From an optimization exercise on the open Yosys and OpenROAD flow, aimed at small area; shortcuts taken in it are not production practice.
In this exercise RTL edits were held to simulation tests only and were not proved equivalent to the original.
The clock port is modelled as an ideal driver; clocking choices that lean on that would not hold on a real chip.
Power is estimated from default activity; no workload was simulated.

== amber ==
## btb_predictor
module btb_predictor (
  input  logic        gated_clock_PC,
  input  logic        rst,
  input  logic [31:0] fetch_pc,
  output logic        pred_taken,
  output logic [31:0] pred_target,
  input  logic        upd_valid,
  input  logic [31:0] upd_pc,
  input  logic        upd_taken,
  input  logic [31:0] upd_target,
  input  logic        upd_mispredict,
  input  logic        btb_clear,
  output logic [15:0] mispred_cnt
);
  localparam int ENTRIES = 32;
  localparam int TAG_W   = 25;
  logic [ENTRIES-1:0]            valid_q;
  logic [ENTRIES-1:0][TAG_W-1:0] tag_q;
  logic [ENTRIES-1:0][31:0]      target_q;
  logic [ENTRIES-1:0][1:0]       ctr_q;
  logic [15:0]                   mispred_cnt_q;
  logic [4:0]       f_idx, u_idx;
  logic [TAG_W-1:0] f_tag, u_tag;
  assign f_idx = fetch_pc[6:2];
  assign f_tag = fetch_pc[31:7];
  assign u_idx = upd_pc[6:2];
  assign u_tag = upd_pc[31:7];
  logic [ENTRIES-1:0] f_sel, f_sel_g, u_sel;
  logic [7:0]         f_lo_n;
  logic [3:0]         f_hi_n;
  assign f_lo_n = ~(8'd1 << f_idx[2:0]);
  assign f_hi_n = ~(4'd1 << f_idx[4:3]);
  for (genvar i = 0; i < ENTRIES; i++) begin : g_fdec
    btb_nor2 u_sel_t (.a(f_hi_n[i/8]), .b(f_lo_n[i%8]), .o(f_sel[i]));
    btb_nor2 u_sel_g (.a(f_hi_n[i/8]), .b(f_lo_n[i%8]), .o(f_sel_g[i]));
  end
  assign u_sel = 32'd1 << u_idx;
  logic [TAG_W-1:0][ENTRIES-1:0] tag_col;
  logic [31:0][ENTRIES-1:0]      target_col;
  logic [1:0][ENTRIES-1:0]       ctr_col;
  for (genvar i = 0; i < ENTRIES; i++) begin : g_col
    for (genvar b = 0; b < TAG_W; b++) begin : g_t
      assign tag_col[b][i] = tag_q[i][b];
  ...
Size in the first run: roughly 5,600 cells after synthesis, about 1,900 flip-flops, ~70,000 um^2 of cells after synthesis.
==> flow/config.mk <==
export PLATFORM = sky130hd
export DESIGN_NAME = btb_predictor
export DESIGN_NICKNAME = btb_predictor
export VERILOG_FILES = /design/flow/design.v
export SDC_FILE = /design/flow/constraint.sdc
export NUM_CORES = 4
export LEC_CHECK = 0
export CAP_MARGIN = 20
export CORE_MARGIN = 2
export CORE_UTILIZATION = 65
export PLACE_DENSITY = 0.75
export SETUP_SLACK_MARGIN = 0.2
export SLEW_MARGIN = 20
export SYNTH_HIERARCHICAL = 1
==> flow/constraint.sdc <==
create_clock -name core_clock -period 10.0 [get_ports {gated_clock_PC}]
set_input_delay 2.0000 -clock core_clock [delete_from_list [all_inputs] [get_ports {gated_clock_PC}]]
set_output_delay 2.0000 -clock core_clock [all_outputs]
set_load 0.01 [all_outputs]
standard.sh (not shown) runs the stock make flow with config.mk's settings and CLKGATE_MAP_FILE= SYNTH_SCRIPT=/design/flow/synth_recipe.tcl, a recipe that flattens the netlist after the stock synthesis.
==> flow/flow/run.sh <==
#!/bin/bash
# Own layout flow: the standard ORFS flow (standard.sh), with plain buffers on
# the ports, a clock tree of clkbuf_8 without dummy loads, and an area-recovery
# pass (downsizing off the critical paths) after CTS. Every tool's output stays
# in the ORFS logs under orfs/logs; make's own output goes to flow_make.log here.
set -euo pipefail
here=$(pwd)
bash standard.sh \
  "BUFFER_PORTS_ARGS=-buffer_cell sky130_fd_sc_hd__buf_1" \
  "CTS_ARGS=-sink_clustering_enable -repair_clock_nets -buf_list sky130_fd_sc_hd__clkbuf_8 -sink_clustering_size 16 -sink_clustering_max_diameter 60 -dont_use_dummy_load" \
  "POST_CTS_TCL=$here/flow/post_cts.tcl" \
  finish > "$here/flow_make.log" 2>&1
==> flow/flow/post_cts.tcl <==
# After CTS and its timing repair: give back area on paths with slack to spare.
log_cmd repair_timing -recover_power 100 -setup_margin 0.3 -verbose
log_cmd detailed_placement
check_placement -verbose
Input-level comparison between cedar and amber:
-- flow/flow/run.sh --
<<< amber, line 10
  "CTS_ARGS=-sink_clustering_enable -repair_clock_nets -buf_list sky130_fd_sc_hd__clkbuf_8 -sink_clustering_size 16 -sink_clustering_max_diameter 60 -dont_use_dummy_load" \
>>> cedar, line 10
  "CTS_ARGS=-sink_clustering_enable -repair_clock_nets -buf_list sky130_fd_sc_hd__clkbuf_8 -sink_clustering_size 17 -sink_clustering_max_diameter 70 -dont_use_dummy_load" \
-- flow/flow/post_cts.tcl --
<<< amber, line 1
# After CTS and its timing repair: give back area on paths with slack to spare.
>>> cedar, line 1
foreach inst [[ord::get_db_block] getInsts] {
  if {[[$inst getMaster] getName] eq "sky130_fd_sc_hd__a22oi_2"} {
    replace_cell [get_cells [$inst getName]] sky130_fd_sc_hd__a22oi_1
  }
}
estimate_parasitics -placement
-- flow/config.mk --
<<< amber, line 10
export CORE_UTILIZATION = 65
export PLACE_DENSITY = 0.75
>>> cedar, line 10
export CORE_UTILIZATION = 60
export PLACE_DENSITY = 0.7
==> summary.txt <==
amber finished every step from synthesis to the final layout, and the layout passed the timing, DRC and antenna checks.
cedar went all the way through synthesis, placement and routing and the layout is clean on timing, DRC and antenna.
From amber to cedar the numbers moved as follows: routed wire length went up by 1.2%; all-layer global routing usage went down by 3.2 points; wire length of the first global-routing pass picked up an extra about 0.75%.
cedar vs. amber: routed length on met2 rose about 2.7%; overall power of the completed layout fell 0.89%.
Cell area after layout: cedar vs amber down 710 um^2
cedar: critical path depth 1 below amber
Compared with amber, cedar shows layout filler cell count higher by 17%.
Between amber and cedar, the difference in final sequential cell count is negligible.
amber vs cedar, startpoint of the worst setup timing path: fetch_pc[4] vs fetch_pc[2]
From amber to cedar the numbers moved as follows: placed standard-cell area barely changed; worst slack on hold paths has increased.
nand2_1 as the slowest cell on the critical path was reported by amber, and or3b_1 by cedar.
For zinc, these inputs were changed with respect to cedar:
-- flow/flow/run.sh --
<<< cedar, line 10
  "CTS_ARGS=-sink_clustering_enable -repair_clock_nets -buf_list sky130_fd_sc_hd__clkbuf_8 -sink_clustering_size 17 -sink_clustering_max_diameter 70 -dont_use_dummy_load" \
>>> zinc, line 10
  "CTS_ARGS=-sink_clustering_enable -repair_clock_nets -buf_list sky130_fd_sc_hd__clkbuf_8 -sink_clustering_size 16 -sink_clustering_max_diameter 60 -dont_use_dummy_load" \
==> flow/flow/post_cts.tcl <==
# After CTS and its timing repair: give back area on paths with slack to spare.
log_cmd repair_timing -recover_power 100 -setup_margin 0.3 -verbose
log_cmd detailed_placement
check_placement -verbose
Findings:
- Diff zinc..cedar | final cell count without fillers | negligible
- Length of routed wiring on met1 | zinc above cedar
- Between zinc and cedar, it is zinc whose total number of cells along the worst setup path is lower, by 1.
- Routing usage on met2 in zinc is 0.44 points above cedar.
- Post-route worst hold slack: zinc vs cedar down 0.0047 ns

[what the ideal ports hide]
The results above use ideal ports. As a check the final layouts listed here were re-extracted and re-timed, cells and wires unchanged. Step 1 assumes that a clkbuf_16 drives the clock port and a buf_2 every other input. Step 2, shift: input delay + t, output delay - t, t = (earliest + latest rising clock arrival at the registers) / 2. This alone moves slack from input paths to output paths. a / b / c = no drivers / after step 1 / after step 2; a / b = the first two.
| run | t, ns | setup WS [ns] | clock arrival spread, ns | worst register clock-pin slew, ns |
|---|---|---|---|---|
| amber | 0.946 | 0.641 / 0.464 / 0.464 | 0.059 / 0.060 | 0.11 / 0.11 |
| cedar | 0.943 | 0.728 / 0.553 / 0.553 | 0.067 / 0.067 | 0.11 / 0.11 |
| zinc | 0.957 | 0.867 / 0.694 / 0.694 | 0.089 / 0.090 | 0.11 / 0.11 |
After both steps every run listed still meets setup and hold. For amber, which loses most, drivers alone change the setup slack by -0.177 ns; drivers and shift together by -0.177 ns.
